Background: an optimization exercise with open tools, aiming at small area, a short achievable clock period and few clock cycles. Do not read the settings as production practice. Function was checked by simulation only, so behaviour that the tests miss may differ from the original.

==> trial 21: inputs <==
Design arc_odometry_integrator_core, start of the top module:
module arc_odometry_integrator_core #(
    parameter int ANGLE_BITS = 16
) (
    input  logic               aclk,
    input  logic               aresetn,
    input  logic               cfg_valid,
    output logic               cfg_ready,
    input  logic [31:0]        cfg_data,
    input  logic               s_valid,
    output logic               s_ready,
    input  logic signed [15:0] s_pulse_count,
    input  logic signed [23:0] s_yaw_rate,
    input  logic [15:0]        s_elapsed_time,
    output logic               m_valid,
    input  logic               m_ready,
    output logic signed [31:0] m_pos_x,
    output logic signed [31:0] m_pos_y,
    output logic [15:0]        m_heading,
    output logic signed [31:0] m_vel_x,
    output logic signed [31:0] m_vel_y
);
    localparam int U0_V   = 0;
    localparam int U0_SQ  = 1;
    localparam int U0_H1  = 2;
    localparam int U0_HK  = 3;
    localparam int U0_H5  = 4;
    localparam int U0_VXL = 5;
    localparam int U0_VXH = 6;
    localparam int U0_AXL = 7;
    localparam int U0_AXH = 8;
    localparam int U0_DXL = 9;
    localparam int U0_DXH = 10;
    localparam int U0_N   = 11;
    localparam int U1_X   = 0;
    localparam int U1_WL  = 1;
    localparam int U1_WH  = 2;
    localparam int U1_H1  = 3;
    localparam int U1_HK  = 4;
    localparam int U1_H5  = 5;
    localparam int U1_VYL = 6;
    localparam int U1_VYH = 7;
    localparam int U1_AYL = 8;
    localparam int U1_AYH = 9;
    localparam int U1_DYL = 10;
    localparam int U1_DYH = 11;
    localparam int U1_SQ  = 12;
    localparam int U1_N   = 13;
    arcodo_pkg::ph_t ph, ph_n;
    logic [2:0]  st, st_n;
    logic        hh, hh_n;     
    logic        wdone, wdone_n;
    logic [U0_N-1:0] sel0;
    logic [U1_N-1:0] sel1;
    logic [31:0] spp_reg;
    logic [15:0] hf_reg;       
    logic        miss_reg;     
    logic        cur;
    logic [1:0]  ps_s, pc_s;
    logic [1:0][30:0] ps_m, pc_m;
    logic        sa_s, ca_s, sb_s, cb_s;
    logic [30:0] sa_m, ca_m, sb_m, cb_m;
    logic        pneg_reg;
    logic [23:0] wm_reg;
    logic        wneg_reg;
    logic        arc_reg;
    logic [15:0] t_reg;
    logic [46:0] v_reg;
    logic        vh_nz;
    logic [15:0] a1_reg;
    logic        rb_reg;
    logic [60:0] w_reg;
  ...
make LEC_CHECK=0 CAP_MARGIN=20 CORE_MARGIN=2 CORE_UTILIZATION=55 PLACE_DENSITY=0.7 SETUP_SLACK_MARGIN=0.4 SLEW_MARGIN=20 finish   # period 10.0 ns
run.sh (not shown) runs the stock make flow with config.mk's settings and CLKGATE_MAP_FILE= SYNTH_SCRIPT=/design/flow/synth_recipe.tcl, a recipe that flattens the netlist after the stock synthesis.
==> trial 33 (differences from trial 21) <==
--- a/flow/design.v
+++ b/flow/design.v
@@ -115,16 +115,23 @@
     logic [2:0]  bcnt;
     logic [23:0] remx, remy, dd_reg;
     logic [25:0] d3_reg;
     logic [31:0] shx, shy;
     logic [5:0]  ntopx, ntopy;
     logic        ovfx, ovfy, negx, negy;
     logic [31:0] velx_h, vely_h;
     logic [15:0] hb_reg;
+    logic        sbv, sfirst;      
+    logic [31:0] s_qx, s_qy, s_velx, s_vely;
+    logic        s_ovfx, s_ovfy, s_negx, s_negy;
+    logic [15:0] s_hb;
+    logic        fin_main, fin_side, main_free, to_side, to_main;
+    logic [31:0] f_qx, f_qy;
+    logic        f_ovfx, f_ovfy, f_negx, f_negy;
     logic signed [31:0] posx_reg, posy_reg, outvx_reg, outvy_reg;
     logic [15:0]        outh_reg;
     logic               m_valid_reg;
     assign hnext = a1_reg + {15'd0, rb_reg};
     assign sa_s = cur ? ps_s[1] : ps_s[0];
     assign sa_m = cur ? ps_m[1] : ps_m[0];
     assign ca_s = cur ? pc_s[1] : pc_s[0];
     assign ca_m = cur ? pc_m[1] : pc_m[0];
@@ -151,17 +158,28 @@
             default: need_hi = 1'b0;
         endcase
     end
     logic step_last;    
     assign step_last = hh | ~need_hi;
     logic fin_step, out_free, back_free, commit;
     assign fin_step  = ((ph == arcodo_pkg::PH_Q1) || (ph == arcodo_pkg::PH_D0)) && step_last;
     assign out_free  = !m_valid_reg || m_ready;
-    assign back_free = (bst == B_IDLE) || ((bst == B_FIN) && out_free);
+    assign fin_main  = (bst == B_FIN) && !(sbv && sfirst) && out_free;
+    assign fin_side  = sbv && sfirst && out_free;
+    assign main_free = (bst == B_IDLE) || fin_main;
+    assign back_free = main_free || ((ph == arcodo_pkg::PH_D0) && !sbv);
+    assign to_side   = commit && !main_free;
+    assign to_main   = commit && main_free;
+    assign f_qx   = sfirst ? s_qx : shx;
+    assign f_qy   = sfirst ? s_qy : shy;
+    assign f_ovfx = sfirst ? s_ovfx : ovfx;
+    assign f_ovfy = sfirst ? s_ovfy : ovfy;
+    assign f_negx = sfirst ? s_negx : negx;
+    assign f_negy = sfirst ? s_negy : negy;
     assign commit    = fin_step && back_free;
     logic accept;
     assign s_ready = (ph == arcodo_pkg::PH_IDLE) || commit;
     assign accept  = s_valid && s_ready;
     always_comb begin
         ph_n    = ph;
         st_n    = st;
         hh_n    = hh;
@@ -587,64 +605,90 @@
             r = s[31:0];
         end
         pos_step = r;
     endfunction
     always_ff @(posedge aclk) begin
         if (!aresetn) begin
             bst         <= B_IDLE;
             bcnt        <= 3'd0;
+            sbv         <= 1'b0;
+            sfirst      <= 1'b0;
             m_valid_reg <= 1'b0;
             posx_reg    <= 32'sd0;
             posy_reg    <= 32'sd0;
             outh_reg    <= 16'd0;
         end else begin
             if (m_valid_reg && m_ready) begin
                 m_valid_reg <= 1'b0;
             end
             case (bst)
                 B_DIV: begin
                     bcnt <= bcnt + 3'd1;
                     if (bcnt == 3'd7) begin
                         bst <= B_FIN;
                     end
                 end
                 B_FIN: begin
-                    if (out_free) begin
-                        m_valid_reg <= 1'b1;
-                        posx_reg    <= pos_step(posx_reg, shx, ovfx, negx);
-                        posy_reg    <= pos_step(posy_reg, shy, ovfy, negy);
-                        outh_reg    <= hb_reg;
-                        bst         <= B_IDLE;
+                    if (fin_main) begin
+                        bst <= B_IDLE;
                     end
                 end
                 default: ;
             endcase
-            if (commit) begin
+            if (fin_main || fin_side) begin
+                m_valid_reg <= 1'b1;
+                posx_reg    <= pos_step(posx_reg, f_qx, f_ovfx, f_negx);
+                posy_reg    <= pos_step(posy_reg, f_qy, f_ovfy, f_negy);
+                outh_reg    <= sfirst ? s_hb : hb_reg;
+            end
+            if (fin_main && sbv) begin
+                sfirst <= 1'b1;
+            end
+            if (fin_side) begin
+                sbv    <= 1'b0;
+                sfirst <= 1'b0;
+            end
+            if (to_side) begin
+                sbv    <= 1'b1;
+                sfirst <= 1'b0;
+            end
+            if (to_main) begin
                 bcnt <= 3'd0;
                 bst  <= (ph == arcodo_pkg::PH_Q1) ? B_DIV : B_FIN;
             end
         end
     end
     always_ff @(posedge aclk) begin
         if (bst == B_DIV) begin
             remx <= rx2;
             remy <= ry2;
             shx  <= {shx[27:0], gx1, gx2};
             shy  <= {shy[27:0], gy1, gy2};
             if (bcnt == 3'd0) begin
                 ovfx <= ({ntopx, remx} >= {6'd0, dd_reg});
                 ovfy <= ({ntopy, remy} >= {6'd0, dd_reg});
             end
         end
-        if (bst == B_FIN && out_free) begin
-            outvx_reg <= velx_h;
-            outvy_reg <= vely_h;
+        if (fin_main || fin_side) begin
+            outvx_reg <= sfirst ? s_velx : velx_h;
+            outvy_reg <= sfirst ? s_vely : vely_h;
+        end
+        if (to_side) begin
+            s_hb   <= hnext;
+            s_velx <= sat_mag(vxm_reg, pneg_reg ^ ca_s);
+            s_vely <= sat_mag(vym_reg, pneg_reg ^ sa_s);
+            s_qx   <= dsx;
+            s_qy   <= dsy;
+            s_ovfx <= dsx_ovf;
+            s_ovfy <= dsy_ovf;
+            s_negx <= pneg_reg ^ ca_s;
+            s_negy <= pneg_reg ^ sa_s;
         end
-        if (commit) begin
+        if (to_main) begin
             hb_reg <= hnext;
             velx_h <= sat_mag(vxm_reg, pneg_reg ^ ca_s);
             vely_h <= sat_mag(vym_reg, pneg_reg ^ sa_s);
             if (ph == arcodo_pkg::PH_Q1) begin
                 dd_reg <= wm_reg;
                 d3_reg <= {2'b00, wm_reg} + {1'b0, wm_reg, 1'b0};
                 remx   <= nx[55:32];
                 shx    <= nx[31:0];
Settings changed: SETUP_SLACK_MARGIN 0.4 to 0.7.
==> build 87 (differences from trial 21) <==
--- a/flow/design.v
+++ b/flow/design.v
@@ -115,16 +115,23 @@
     logic [2:0]  bcnt;
     logic [23:0] remx, remy, dd_reg;
     logic [25:0] d3_reg;
     logic [31:0] shx, shy;
     logic [5:0]  ntopx, ntopy;
     logic        ovfx, ovfy, negx, negy;
     logic [31:0] velx_h, vely_h;
     logic [15:0] hb_reg;
+    logic        sbv, sfirst;      
+    logic [31:0] s_qx, s_qy, s_velx, s_vely;
+    logic        s_ovfx, s_ovfy, s_negx, s_negy;
+    logic [15:0] s_hb;
+    logic        fin_main, fin_side, main_free, to_side, to_main;
+    logic [31:0] f_qx, f_qy;
+    logic        f_ovfx, f_ovfy, f_negx, f_negy;
     logic signed [31:0] posx_reg, posy_reg, outvx_reg, outvy_reg;
     logic [15:0]        outh_reg;
     logic               m_valid_reg;
     assign hnext = a1_reg + {15'd0, rb_reg};
     assign sa_s = cur ? ps_s[1] : ps_s[0];
     assign sa_m = cur ? ps_m[1] : ps_m[0];
     assign ca_s = cur ? pc_s[1] : pc_s[0];
     assign ca_m = cur ? pc_m[1] : pc_m[0];
@@ -151,17 +158,28 @@
             default: need_hi = 1'b0;
         endcase
     end
     logic step_last;    
     assign step_last = hh | ~need_hi;
     logic fin_step, out_free, back_free, commit;
     assign fin_step  = ((ph == arcodo_pkg::PH_Q1) || (ph == arcodo_pkg::PH_D0)) && step_last;
     assign out_free  = !m_valid_reg || m_ready;
-    assign back_free = (bst == B_IDLE) || ((bst == B_FIN) && out_free);
+    assign fin_main  = (bst == B_FIN) && !(sbv && sfirst) && out_free;
+    assign fin_side  = sbv && sfirst && out_free;
+    assign main_free = (bst == B_IDLE) || fin_main;
+    assign back_free = main_free || ((ph == arcodo_pkg::PH_D0) && !sbv);
+    assign to_side   = commit && !main_free;
+    assign to_main   = commit && main_free;
+    assign f_qx   = sfirst ? s_qx : shx;
+    assign f_qy   = sfirst ? s_qy : shy;
+    assign f_ovfx = sfirst ? s_ovfx : ovfx;
+    assign f_ovfy = sfirst ? s_ovfy : ovfy;
+    assign f_negx = sfirst ? s_negx : negx;
+    assign f_negy = sfirst ? s_negy : negy;
     assign commit    = fin_step && back_free;
     logic accept;
     assign s_ready = (ph == arcodo_pkg::PH_IDLE) || commit;
     assign accept  = s_valid && s_ready;
     always_comb begin
         ph_n    = ph;
         st_n    = st;
         hh_n    = hh;
@@ -587,64 +605,90 @@
             r = s[31:0];
         end
         pos_step = r;
     endfunction
     always_ff @(posedge aclk) begin
         if (!aresetn) begin
             bst         <= B_IDLE;
             bcnt        <= 3'd0;
+            sbv         <= 1'b0;
+            sfirst      <= 1'b0;
             m_valid_reg <= 1'b0;
             posx_reg    <= 32'sd0;
             posy_reg    <= 32'sd0;
             outh_reg    <= 16'd0;
         end else begin
             if (m_valid_reg && m_ready) begin
                 m_valid_reg <= 1'b0;
             end
             case (bst)
                 B_DIV: begin
                     bcnt <= bcnt + 3'd1;
                     if (bcnt == 3'd7) begin
                         bst <= B_FIN;
                     end
                 end
                 B_FIN: begin
-                    if (out_free) begin
-                        m_valid_reg <= 1'b1;
-                        posx_reg    <= pos_step(posx_reg, shx, ovfx, negx);
-                        posy_reg    <= pos_step(posy_reg, shy, ovfy, negy);
-                        outh_reg    <= hb_reg;
-                        bst         <= B_IDLE;
+                    if (fin_main) begin
+                        bst <= B_IDLE;
                     end
                 end
                 default: ;
             endcase
-            if (commit) begin
+            if (fin_main || fin_side) begin
+                m_valid_reg <= 1'b1;
+                posx_reg    <= pos_step(posx_reg, f_qx, f_ovfx, f_negx);
+                posy_reg    <= pos_step(posy_reg, f_qy, f_ovfy, f_negy);
+                outh_reg    <= sfirst ? s_hb : hb_reg;
+            end
+            if (fin_main && sbv) begin
+                sfirst <= 1'b1;
+            end
+            if (fin_side) begin
+                sbv    <= 1'b0;
+                sfirst <= 1'b0;
+            end
+            if (to_side) begin
+                sbv    <= 1'b1;
+                sfirst <= 1'b0;
+            end
+            if (to_main) begin
                 bcnt <= 3'd0;
                 bst  <= (ph == arcodo_pkg::PH_Q1) ? B_DIV : B_FIN;
             end
         end
     end
     always_ff @(posedge aclk) begin
         if (bst == B_DIV) begin
             remx <= rx2;
             remy <= ry2;
             shx  <= {shx[27:0], gx1, gx2};
             shy  <= {shy[27:0], gy1, gy2};
             if (bcnt == 3'd0) begin
                 ovfx <= ({ntopx, remx} >= {6'd0, dd_reg});
                 ovfy <= ({ntopy, remy} >= {6'd0, dd_reg});
             end
         end
-        if (bst == B_FIN && out_free) begin
-            outvx_reg <= velx_h;
-            outvy_reg <= vely_h;
+        if (fin_main || fin_side) begin
+            outvx_reg <= sfirst ? s_velx : velx_h;
+            outvy_reg <= sfirst ? s_vely : vely_h;
+        end
+        if (to_side) begin
+            s_hb   <= hnext;
+            s_velx <= sat_mag(vxm_reg, pneg_reg ^ ca_s);
+            s_vely <= sat_mag(vym_reg, pneg_reg ^ sa_s);
+            s_qx   <= dsx;
+            s_qy   <= dsy;
+            s_ovfx <= dsx_ovf;
+            s_ovfy <= dsy_ovf;
+            s_negx <= pneg_reg ^ ca_s;
+            s_negy <= pneg_reg ^ sa_s;
         end
-        if (commit) begin
+        if (to_main) begin
             hb_reg <= hnext;
             velx_h <= sat_mag(vxm_reg, pneg_reg ^ ca_s);
             vely_h <= sat_mag(vym_reg, pneg_reg ^ sa_s);
             if (ph == arcodo_pkg::PH_Q1) begin
                 dd_reg <= wm_reg;
                 d3_reg <= {2'b00, wm_reg} + {1'b0, wm_reg, 1'b0};
                 remx   <= nx[55:32];
                 shx    <= nx[31:0];
Settings changed: SETUP_SLACK_MARGIN 0.4 to 0.5.
==> summary.txt <==
Build 87 ran to the end with no violations. Trial 21 passed the timing, design-rule and antenna checks. Trial 33 produced a clean layout. Critical path depth: trial 21 is higher than build 87 (2). Die area is the same in trial 33 and build 87. Register-to-register slack: trial 21 < trial 33 < build 87. The highest clock skew belongs to trial 33, the lowest to build 87. Area after synthesis: trial 33 is larger than trial 21 (about 4%). The lowest final cell count belongs to trial 21, the highest to build 87.
==> figures <==
|  | trial 33 | trial 21 | build 87 |
|---|---|---|---|
| Outcome | no timing/DRC/antenna violations | no timing/DRC/antenna violations | no timing/DRC/antenna violations |
| Total vias in the final route | 142000 | 142000 | 143000 |
| Die height | 543 um | 533 um | 543 um |
| Capturing element of the worst setup path | oa0[30] | oa0[12] | shy[30] |
| Sequential cell area | 0.0328 mm^2 | 0.0283 mm^2 | 0.0328 mm^2 |
| Wire length on met3 | 91300 um | 103000 um | 91100 um |
| Cell row count | 198 | 194 | 198 |
| Final design utilization | 60.9% | 61.1% | 60.9% |
| Worst Min Path Start | t_reg[9] | vely_h[30] | t_reg[11] |
| Number of standard cells in the layout, taps in and fillers out | 22300 | 21800 | 22400 |
| Final worst path period share | 94.4% | 96.3% | 94.2% |
| Transition time of the tightest slew-check pin | 1.31 ns | 1.36 ns | 1.33 ns |
| Critical path's largest stage delay | 0.65 ns | 0.61 ns | 1.03 ns |
| Avg Vias per Cell | 6.36 | 6.51 | 6.39 |
Testbench counts of trial 21, summed over its fixed seeds: cycles 4,019.
Testbench counts of trial 33, summed over its fixed seeds: cycles 3,797.
Testbench counts of build 87, summed over its fixed seeds: cycles 3,797.

[what the ideal ports hide]
The flow's constraints put no driver on any port. The routed layouts listed below were extracted and timed again, unchanged, in two steps.
Step 1 assumes that a clkbuf_16 drives the clock port and a buf_2 every other input.
Step 2 also shifts input and output timing later by t, the mid clock arrival at the registers, as if the neighbouring blocks saw the same clock.
Slacks: ideal / step 1 / step 2; pairs: ideal / step 1.
| run | t, ns | setup slack, ns | worst setup path after step 2 | worst register clock-pin slew, ns | cell pins on the clock port's net |
|---|---|---|---|---|---|
| trial 21 | 0.954 | 0.375 / 0.375 / 0.375 | register to register | 0.08 / 0.08 | 1 |
| trial 33 | 0.956 | 0.556 / 0.556 / 0.556 | register to register | 0.08 / 0.08 | 1 |
| build 87 | 0.946 | 0.577 / 0.577 / 0.577 | register to register | 0.07 / 0.07 | 1 |
After both steps setup and hold are still met in every run listed.
